This is an optimization exercise on Yosys and OpenROAD, whose aim is small area, not a production implementation. RTL that was checked went through simulation tests only; none was proved equivalent to the original. Power is estimated from default activity; no workload was simulated.

==> wip/tundra <==
// crypt3_sha1
module crypt3_sha1 (
  input  wire                ck_gclkcx_crypt,
  input  wire                cx_reset3,
  input  wire                ival_e1,
  input  wire                sha1c_e1,
  input  wire                sha1p_e1,
  input  wire                sha1m_e1,
  input  crypt3_pkg::quad_t  qn_e1,
  input  crypt3_pkg::quad_t  qm_e1,
  input  wire                ival_e2,
  input  crypt3_pkg::quad_t  qd_e2,
  output crypt3_pkg::quad_t  crypt3_out_e6,
  output logic               crypt3_active
);
  crypt3_pkg::sha1_op_e op0;
  crypt3_pkg::word_t    e0, w0, w1_q, w2_q, w3_q;
  crypt3_issue_ctrl u_issue (
    .ck_gclkcx_crypt (ck_gclkcx_crypt),
    .cx_reset3       (cx_reset3),
    .ival_e1         (ival_e1),
    .sha1c_e1        (sha1c_e1),
    .sha1p_e1        (sha1p_e1),
    .sha1m_e1        (sha1m_e1),
    .e_e1            (qn_e1[31:0]),
    .qm_e1           (qm_e1),
    .ival_e2         (ival_e2),
    .s_op            (op0),
    .s_e             (e0),
    .s_w0            (w0),
    .w1_q            (w1_q),
    .w2_q            (w2_q),
    .w3_q            (w3_q)
  );
  crypt3_pkg::word_t a, b, c, d;
  assign a = qd_e2[127:96];
  assign b = qd_e2[95:64];
  assign c = qd_e2[63:32];
  assign d = qd_e2[31:0];
  crypt3_pkg::word_t f0, t0_n, t0_s1, t0_c1, t0_s2, t0_c2;
  sha1_round u_f0 (.op(op0), .x(b), .y(c), .z(d), .f(f0));
  sha1_csa u_t0a (.a({a[26:0], a[31:27]}), .b(e0), .c(w0), .s(t0_s1), .cy(t0_c1));
  sha1_csa u_t0b (.a(t0_s1), .b(t0_c1), .c(f0), .s(t0_s2), .cy(t0_c2));
  assign t0_n = t0_s2 + t0_c2;
  logic                 v1;
  crypt3_pkg::sha1_op_e op1;
  crypt3_pkg::word_t    t0_1, a_1, b_1, c_1, d_1;
  always_ff @(posedge ck_gclkcx_crypt or posedge cx_reset3) begin
    if (cx_reset3) v1 <= 1'b0;
    else           v1 <= ival_e2;
  end
  always_ff @(posedge ck_gclkcx_crypt) begin
    op1  <= op0;
    t0_1 <= t0_n;
    a_1  <= a;
    b_1  <= b;
    c_1  <= c;
    d_1  <= d;
  end
  crypt3_pkg::word_t f1, f2, t1_n, y2_n, z3_n, t1_s1, t1_c1, t1_s, t1_c, y2_s, y2_c;
  ...
clock: 5.5 ns
lec_check: 0
cap_margin: 20
core_margin: 2
core_utilization: 40
gpl_timing_driven: 0
place_density: 0.6
slew_margin: 20
standard.sh (not shown) runs the stock make flow with config.mk's settings and CLKGATE_MAP_FILE= SYNTH_SCRIPT=/design/flow/synth_recipe.tcl, a recipe that flattens the netlist after the stock synthesis.
==> flow/flow/run.sh <==
#!/bin/bash
# the standard layout with three changes, all area-only:
#  - port buffers are the smallest buffer (buf_1) instead of the resizer's pick
#  - no dummy loads in the clock tree
#  - after global route, cells off the critical paths are downsized (power recovery)
# the flow's tools write their own logs under orfs/logs; make's output goes to standard.log
export BUFFER_PORTS_ARGS="-buffer_cell sky130_fd_sc_hd__buf_1"
export CTS_ARGS="-sink_clustering_enable -repair_clock_nets -dont_use_dummy_load"
export RECOVER_POWER=100
bash standard.sh > standard.log 2>&1
==> wip/zinc (differences from wip/tundra) <==
--- a/flow/design.v
+++ b/flow/design.v
@@ -22,29 +22,33 @@
   input  wire                  sha1m_e1,
   input  crypt3_pkg::word_t    e_e1,
   input  crypt3_pkg::quad_t    qm_e1,
   input  wire                  ival_e2,
   output crypt3_pkg::sha1_op_e s_op,
-  output crypt3_pkg::word_t    s_e,
-  output crypt3_pkg::word_t    s_w0,
-  output crypt3_pkg::word_t    w1_q,
-  output crypt3_pkg::word_t    w2_q,
-  output crypt3_pkg::word_t    w3_q
+  output crypt3_pkg::word_t    s_ew0,
+  output crypt3_pkg::word_t    s_w1,
+  output crypt3_pkg::word_t    s_w2,
+  output crypt3_pkg::word_t    s_w3
 );
   crypt3_pkg::sha1_op_e enc_op;
   crypt3_pkg::sha1_op_e op_q;
   crypt3_pkg::word_t    ew0_in;
   crypt3_pkg::word_t    ew0_q;
+  crypt3_pkg::word_t    w1_q;
+  crypt3_pkg::word_t    w2_q;
+  crypt3_pkg::word_t    w3_q;
   always_comb begin
     if (sha1c_e1)      enc_op = crypt3_pkg::op_choose;
     else if (sha1p_e1) enc_op = crypt3_pkg::op_parity;
     else if (sha1m_e1) enc_op = crypt3_pkg::op_majority;
     else               enc_op = crypt3_pkg::op_none;
   end
   sha1_round_stage u_ew0 (.a(e_e1), .b(qm_e1[31:0]), .s(ew0_in));
-  assign s_e   = ival_e1 ? e_e1 : ew0_q;
-  assign s_w0  = ival_e1 ? qm_e1[31:0] : '0;
+  assign s_ew0 = ival_e1 ? ew0_in       : ew0_q;
+  assign s_w1  = ival_e1 ? qm_e1[63:32] : w1_q;
+  assign s_w2  = ival_e1 ? qm_e1[95:64] : w2_q;
+  assign s_w3  = ival_e1 ? qm_e1[127:96] : w3_q;
   assign s_op = ival_e1 ? enc_op : op_q;
   always_ff @(posedge ck_gclkcx_crypt or posedge cx_reset3) begin
     if (cx_reset3) begin
       op_q <= crypt3_pkg::op_none;
     end else if (ival_e2) begin
@@ -52,16 +56,14 @@
     end else begin
       op_q <= s_op;
     end
   end
   always_ff @(posedge ck_gclkcx_crypt) begin
-    if (ival_e1) begin
-      ew0_q <= ew0_in;
-      w1_q <= qm_e1[63:32];
-      w2_q <= qm_e1[95:64];
-      w3_q <= qm_e1[127:96];
-    end
+    ew0_q <= s_ew0;
+    w1_q  <= s_w1;
+    w2_q  <= s_w2;
+    w3_q  <= s_w3;
   end
 endmodule
 `default_nettype wire
 `timescale 1ns/1ps
 `default_nettype none
@@ -108,24 +110,10 @@
         pp[k] = pp[k] & pp[k-l];
       end
     end
   end
   assign s = p ^ {gg[30:0], 1'b0};
-endmodule
-`default_nettype wire
-`default_nettype none
-module sha1_csa (
-  input  crypt3_pkg::word_t a,
-  input  crypt3_pkg::word_t b,
-  input  crypt3_pkg::word_t c,
-  output crypt3_pkg::word_t s,
-  output crypt3_pkg::word_t cy
-);
-  crypt3_pkg::word_t m;
-  assign s  = a ^ b ^ c;
-  assign m  = (a & b) | (a & c) | (b & c);
-  assign cy = {m[30:0], 1'b0};
 endmodule
 `default_nettype wire
 `timescale 1ns/1ps
 `default_nettype none
 module crypt3_sha1 (
@@ -141,11 +129,11 @@
   input  crypt3_pkg::quad_t  qd_e2,
   output crypt3_pkg::quad_t  crypt3_out_e6,
   output logic               crypt3_active
 );
   crypt3_pkg::sha1_op_e op0;
-  crypt3_pkg::word_t    e0, w0, w1_q, w2_q, w3_q;
+  crypt3_pkg::word_t    ew0, w1, w2, w3;
   crypt3_issue_ctrl u_issue (
     .ck_gclkcx_crypt (ck_gclkcx_crypt),
     .cx_reset3       (cx_reset3),
     .ival_e1         (ival_e1),
     .sha1c_e1        (sha1c_e1),
@@ -153,50 +141,47 @@
     .sha1m_e1        (sha1m_e1),
     .e_e1            (qn_e1[31:0]),
     .qm_e1           (qm_e1),
     .ival_e2         (ival_e2),
     .s_op            (op0),
-    .s_e             (e0),
-    .s_w0            (w0),
-    .w1_q            (w1_q),
-    .w2_q            (w2_q),
-    .w3_q            (w3_q)
+    .s_ew0           (ew0),
+    .s_w1            (w1),
+    .s_w2            (w2),
+    .s_w3            (w3)
   );
   crypt3_pkg::word_t a, b, c, d;
   assign a = qd_e2[127:96];
   assign b = qd_e2[95:64];
   assign c = qd_e2[63:32];
   assign d = qd_e2[31:0];
-  crypt3_pkg::word_t f0, t0_n, t0_s1, t0_c1, t0_s2, t0_c2;
+  crypt3_pkg::word_t f0, f1, t0_n, y1_n, x2_n, z3_n;
   sha1_round u_f0 (.op(op0), .x(b), .y(c), .z(d), .f(f0));
-  sha1_csa u_t0a (.a({a[26:0], a[31:27]}), .b(e0), .c(w0), .s(t0_s1), .cy(t0_c1));
-  sha1_csa u_t0b (.a(t0_s1), .b(t0_c1), .c(f0), .s(t0_s2), .cy(t0_c2));
-  assign t0_n = t0_s2 + t0_c2;
+  sha1_round u_f1 (.op(op0), .x(a), .y({b[1:0], b[31:2]}), .z(c), .f(f1));
+  assign t0_n = {a[26:0], a[31:27]} + f0 + ew0;
+  assign y1_n = f1 + d + w1;
+  sha1_round_stage u_x2 (.a(c), .b(w2), .s(x2_n));
+  sha1_round_stage u_z3 (.a({b[1:0], b[31:2]}), .b(w3), .s(z3_n));
   logic                 v1;
   crypt3_pkg::sha1_op_e op1;
-  crypt3_pkg::word_t    t0_1, a_1, b_1, c_1, d_1;
+  crypt3_pkg::word_t    t0_1, y1_1, a_1, b_1, x2_1, z3_1;
   always_ff @(posedge ck_gclkcx_crypt or posedge cx_reset3) begin
     if (cx_reset3) v1 <= 1'b0;
     else           v1 <= ival_e2;
   end
   always_ff @(posedge ck_gclkcx_crypt) begin
     op1  <= op0;
     t0_1 <= t0_n;
+    y1_1 <= y1_n;
     a_1  <= a;
     b_1  <= b;
-    c_1  <= c;
-    d_1  <= d;
-  end
-  crypt3_pkg::word_t f1, f2, t1_n, y2_n, z3_n, t1_s1, t1_c1, t1_s, t1_c, y2_s, y2_c;
-  sha1_round u_f1 (.op(op1), .x(a_1), .y({b_1[1:0], b_1[31:2]}), .z(c_1), .f(f1));
+    x2_1 <= x2_n;
+    z3_1 <= z3_n;
+  end
+  crypt3_pkg::word_t f2, t1_n, y2_n;
   sha1_round u_f2 (.op(op1), .x(t0_1), .y({a_1[1:0], a_1[31:2]}), .z({b_1[1:0], b_1[31:2]}), .f(f2));
-  sha1_csa u_t1a (.a(f1), .b(d_1), .c(w1_q), .s(t1_s1), .cy(t1_c1));
-  sha1_csa u_t1b (.a({t0_1[26:0], t0_1[31:27]}), .b(t1_s1), .c(t1_c1), .s(t1_s), .cy(t1_c));
-  sha1_round_stage u_t1 (.a(t1_s), .b(t1_c), .s(t1_n));
-  sha1_csa u_y2c (.a(f2), .b(c_1), .c(w2_q), .s(y2_s), .cy(y2_c));
-  sha1_round_stage u_y2 (.a(y2_s), .b(y2_c), .s(y2_n));
-  sha1_round_stage u_z3 (.a({b_1[1:0], b_1[31:2]}), .b(w3_q), .s(z3_n));
+  sha1_round_stage u_t1 (.a({t0_1[26:0], t0_1[31:27]}), .b(y1_1), .s(t1_n));
+  sha1_round_stage u_y2 (.a(f2), .b(x2_1), .s(y2_n));
   logic                 v2;
   crypt3_pkg::sha1_op_e op2;
   crypt3_pkg::word_t    t0_2, t1_2, y2_2, a_2, z3_2;
   always_ff @(posedge ck_gclkcx_crypt or posedge cx_reset3) begin
     if (cx_reset3) v2 <= 1'b0;
@@ -206,11 +191,11 @@
     op2  <= op1;
     t0_2 <= t0_1;
     t1_2 <= t1_n;
     y2_2 <= y2_n;
     a_2  <= a_1;
-    z3_2 <= z3_n;
+    z3_2 <= z3_1;
   end
   crypt3_pkg::word_t f3, t2_n, y3_n;
   sha1_round u_f3 (.op(op2), .x(t1_2), .y({t0_2[1:0], t0_2[31:2]}), .z({a_2[1:0], a_2[31:2]}), .f(f3));
   sha1_round_stage u_t2 (.a({t1_2[26:0], t1_2[31:27]}), .b(y2_2), .s(t2_n));
   sha1_round_stage u_y3 (.a(f3), .b(z3_2), .s(y3_n));
@@ -227,16 +212,13 @@
     t2_3   <= t2_n;
     y3_3   <= y3_n;
   end
   crypt3_pkg::word_t t3_n;
   sha1_round_stage u_t3 (.a({t2_3[26:0], t2_3[31:27]}), .b(y3_3), .s(t3_n));
-  logic              load3, hold3;
-  crypt3_pkg::quad_t res3;
-  assign load3 = v3 & ~empty3;
-  assign hold3 = ~v3;
-  assign res3  = {t3_n, t2_3, t1_3[1:0], t1_3[31:2], t0_3[1:0], t0_3[31:2]};
-  always_ff @(posedge ck_gclkcx_crypt) begin
-    crypt3_out_e6 <= ({128{load3}} & res3) | ({128{hold3}} & crypt3_out_e6);
+  always_ff @(posedge ck_gclkcx_crypt) begin
+    if (v3) begin
+      crypt3_out_e6 <= empty3 ? '0 : {t3_n, t2_3, t1_3[1:0], t1_3[31:2], t0_3[1:0], t0_3[31:2]};
+    end
   end
   assign crypt3_active = ival_e1 | ival_e2 | v1 | v2 | v3;
 endmodule
 `default_nettype wire
==> flow/run.sh (new file) <==
#!/bin/bash
# synth_recipe.tcl (not shown) runs the flow's synth.tcl, then flattens the netlist and writes it again
# the make line also repeats each setting of config.mk as NAME=value (left out here)
make -C /OpenROAD-flow-scripts/flow DESIGN_CONFIG=/design/flow/config.mk WORK_HOME=/design/flow/orfs CLKGATE_MAP_FILE= SYNTH_SCRIPT=/design/flow/synth_recipe.tcl finish
removed: flow/flow/run.sh
removed: flow/standard.sh
==> wip/indigo (differences from wip/tundra) <==
--- a/flow/design.v
+++ b/flow/design.v
@@ -31,20 +31,22 @@
   output crypt3_pkg::word_t    w3_q
 );
   crypt3_pkg::sha1_op_e enc_op;
   crypt3_pkg::sha1_op_e op_q;
   crypt3_pkg::word_t    ew0_in;
+  logic [3:0]           ew0_co;
   crypt3_pkg::word_t    ew0_q;
+  logic [2:0]           ew0_cq;
   always_comb begin
     if (sha1c_e1)      enc_op = crypt3_pkg::op_choose;
     else if (sha1p_e1) enc_op = crypt3_pkg::op_parity;
     else if (sha1m_e1) enc_op = crypt3_pkg::op_majority;
     else               enc_op = crypt3_pkg::op_none;
   end
-  sha1_round_stage u_ew0 (.a(e_e1), .b(qm_e1[31:0]), .s(ew0_in));
+  sha1_add_blk u_ew0 (.a(e_e1), .b(qm_e1[31:0]), .ci(4'd0), .s(ew0_in), .co(ew0_co));
   assign s_e   = ival_e1 ? e_e1 : ew0_q;
-  assign s_w0  = ival_e1 ? qm_e1[31:0] : '0;
+  assign s_w0  = ival_e1 ? qm_e1[31:0] : {7'd0, ew0_cq[2], 7'd0, ew0_cq[1], 7'd0, ew0_cq[0], 8'd0};
   assign s_op = ival_e1 ? enc_op : op_q;
   always_ff @(posedge ck_gclkcx_crypt or posedge cx_reset3) begin
     if (cx_reset3) begin
       op_q <= crypt3_pkg::op_none;
     end else if (ival_e2) begin
@@ -53,11 +55,12 @@
       op_q <= s_op;
     end
   end
   always_ff @(posedge ck_gclkcx_crypt) begin
     if (ival_e1) begin
-      ew0_q <= ew0_in;
+      ew0_q  <= ew0_in;
+      ew0_cq <= ew0_co[2:0];
       w1_q <= qm_e1[63:32];
       w2_q <= qm_e1[95:64];
       w3_q <= qm_e1[127:96];
     end
   end
@@ -122,10 +125,32 @@
 );
   crypt3_pkg::word_t m;
   assign s  = a ^ b ^ c;
   assign m  = (a & b) | (a & c) | (b & c);
   assign cy = {m[30:0], 1'b0};
+endmodule
+`default_nettype wire
+`default_nettype none
+module sha1_add_blk (
+  input  crypt3_pkg::word_t a,
+  input  crypt3_pkg::word_t b,
+  input  logic [3:0]        ci,
+  output crypt3_pkg::word_t s,
+  output logic [3:0]        co
+);
+  logic [32:0] c;
+  for (genvar i = 0; i < 32; i++) begin : g_bit
+    logic cin;
+    if (i % 8 == 0) begin : g_first
+      assign cin = ci[i/8];
+    end else begin : g_next
+      assign cin = c[i];
+    end
+    assign s[i]   = a[i] ^ b[i] ^ cin;
+    assign c[i+1] = (a[i] & b[i]) | (a[i] & cin) | (b[i] & cin);
+  end
+  assign co = {c[32], c[24], c[16], c[8]};
 endmodule
 `default_nettype wire
 `timescale 1ns/1ps
 `default_nettype none
 module crypt3_sha1 (
@@ -192,14 +217,16 @@
   sha1_csa u_t1a (.a(f1), .b(d_1), .c(w1_q), .s(t1_s1), .cy(t1_c1));
   sha1_csa u_t1b (.a({t0_1[26:0], t0_1[31:27]}), .b(t1_s1), .c(t1_c1), .s(t1_s), .cy(t1_c));
   sha1_round_stage u_t1 (.a(t1_s), .b(t1_c), .s(t1_n));
   sha1_csa u_y2c (.a(f2), .b(c_1), .c(w2_q), .s(y2_s), .cy(y2_c));
   sha1_round_stage u_y2 (.a(y2_s), .b(y2_c), .s(y2_n));
-  sha1_round_stage u_z3 (.a({b_1[1:0], b_1[31:2]}), .b(w3_q), .s(z3_n));
+  logic [3:0] z3_co;
+  sha1_add_blk u_z3 (.a({b_1[1:0], b_1[31:2]}), .b(w3_q), .ci(4'd0), .s(z3_n), .co(z3_co));
   logic                 v2;
   crypt3_pkg::sha1_op_e op2;
   crypt3_pkg::word_t    t0_2, t1_2, y2_2, a_2, z3_2;
+  logic [2:0]           z3k_2;
   always_ff @(posedge ck_gclkcx_crypt or posedge cx_reset3) begin
     if (cx_reset3) v2 <= 1'b0;
     else           v2 <= v1;
   end
   always_ff @(posedge ck_gclkcx_crypt) begin
@@ -207,30 +234,35 @@
     t0_2 <= t0_1;
     t1_2 <= t1_n;
     y2_2 <= y2_n;
     a_2  <= a_1;
     z3_2 <= z3_n;
+    z3k_2 <= z3_co[2:0];
   end
   crypt3_pkg::word_t f3, t2_n, y3_n;
   sha1_round u_f3 (.op(op2), .x(t1_2), .y({t0_2[1:0], t0_2[31:2]}), .z({a_2[1:0], a_2[31:2]}), .f(f3));
   sha1_round_stage u_t2 (.a({t1_2[26:0], t1_2[31:27]}), .b(y2_2), .s(t2_n));
-  sha1_round_stage u_y3 (.a(f3), .b(z3_2), .s(y3_n));
+  logic [3:0] y3_co;
+  sha1_add_blk u_y3 (.a(f3), .b(z3_2), .ci({z3k_2, 1'b0}), .s(y3_n), .co(y3_co));
   logic              v3, empty3;
   crypt3_pkg::word_t t0_3, t1_3, t2_3, y3_3;
+  logic [2:0]        y3k_3;
   always_ff @(posedge ck_gclkcx_crypt or posedge cx_reset3) begin
     if (cx_reset3) v3 <= 1'b0;
     else           v3 <= v2;
   end
   always_ff @(posedge ck_gclkcx_crypt) begin
     empty3 <= (op2 == crypt3_pkg::op_none);
     t0_3   <= t0_2;
     t1_3   <= t1_2;
     t2_3   <= t2_n;
     y3_3   <= y3_n;
-  end
-  crypt3_pkg::word_t t3_n;
-  sha1_round_stage u_t3 (.a({t2_3[26:0], t2_3[31:27]}), .b(y3_3), .s(t3_n));
+    y3k_3  <= y3_co[2:0];
+  end
+  crypt3_pkg::word_t t3_n, t3_s, t3_c;
+  sha1_csa u_t3c (.a({t2_3[26:0], t2_3[31:27]}), .b(y3_3), .c({7'd0, y3k_3[2], 7'd0, y3k_3[1], 7'd0, y3k_3[0], 8'd0}), .s(t3_s), .cy(t3_c));
+  sha1_round_stage u_t3 (.a(t3_s), .b(t3_c), .s(t3_n));
   logic              load3, hold3;
   crypt3_pkg::quad_t res3;
   assign load3 = v3 & ~empty3;
   assign hold3 = ~v3;
   assign res3  = {t3_n, t2_3, t1_3[1:0], t1_3[31:2], t0_3[1:0], t0_3[31:2]};
==> flow/flow/run.sh (replaced) <==
#!/bin/bash
# the standard layout (standard.sh) with two area-only changes:
#  - port buffers are the smallest buffer (buf_1) instead of the resizer's pick
#  - the clock tree has no dummy loads and clusters more sinks per leaf buffer
# the tools write their logs under orfs/logs; make's own output goes to standard.log
export BUFFER_PORTS_ARGS="-buffer_cell sky130_fd_sc_hd__buf_1"
export CTS_ARGS="-sink_clustering_enable -repair_clock_nets -dont_use_dummy_load -sink_clustering_size 25 -sink_clustering_max_diameter 150"
bash standard.sh > standard.log 2>&1
==> qor summary <==
item                                                                           wip/zinc      wip/indigo                                       wip/tundra
Final design utilization                                                          0.500           0.451                                            0.462
Count of buffers not belonging to the clock network in the layout                   535             542                                              532
Routability congestion estimate                                                   0.904           0.916                                            0.896
Endpoint arrival time on the critical path                                      6070 ps         5800 ps                                          5880 ps
Synthesized netlist net count                                                      4472            4360                                             4568
Status                                                                  failed layout checks  finished clean                                  failed layout checks
Layout check failures                                              negative setup slack               -  max-capacitance violations, max-slew violations
Transition time of the tightest slew-check pin                                   989 ps          862 ps                                          1960 ps
Finished Layout Cells                                                              5360            5082                                             5338
Clk pwr                                                                       0.00565 W       0.00282 W                                        0.00456 W
Via count of the first global-routing pass                                        27783           25451                                            27658
Post-Place Worst Slack                                                         -2400 ps        -2260 ps                                         -2010 ps
Power Combinational                                                            0.0121 W        0.0117 W                                         0.0113 W
Worst slew margin                                                                 0.339           0.411                                           -0.304
Fraction of post-synthesis cell area in the top cell type by area                 0.310           0.311                                            0.302
Average wire per cell in the routed design                                      22.8 µm         22.9 µm                                          22.5 µm
For wip/tundra and wip/zinc, only the layout was checked, not whether the RTL still works.

## re-timing with driven ports
How much do the figures lean on ideal ports? The routed layouts below were timed once more, with nothing changed but the port constraints.
Step 1: set_driving_cell puts a clkbuf_16 on ck_gclkcx_crypt and a buf_2 on each other input, an assumption about the parent block.
Step 2 also shifts input and output timing later by t, the mid clock arrival at the registers, as if the neighbouring blocks saw the same clock.
Three values: ideal, step 1, step 2; two values: the first two.
run	t (ns)	setup WS [ns]	pins driven straight from the clock port
wip/tundra	0.686	0.174 / 0.174 / -0.484	1
wip/zinc	0.718	-0.012 / -0.002 / -0.720	1
wip/indigo	0.647	0.161 / 0.161 / -0.395	1
The setup slack of wip/zinc, which loses most, moves by +0.010 ns with the drivers and by -0.708 ns with both steps.
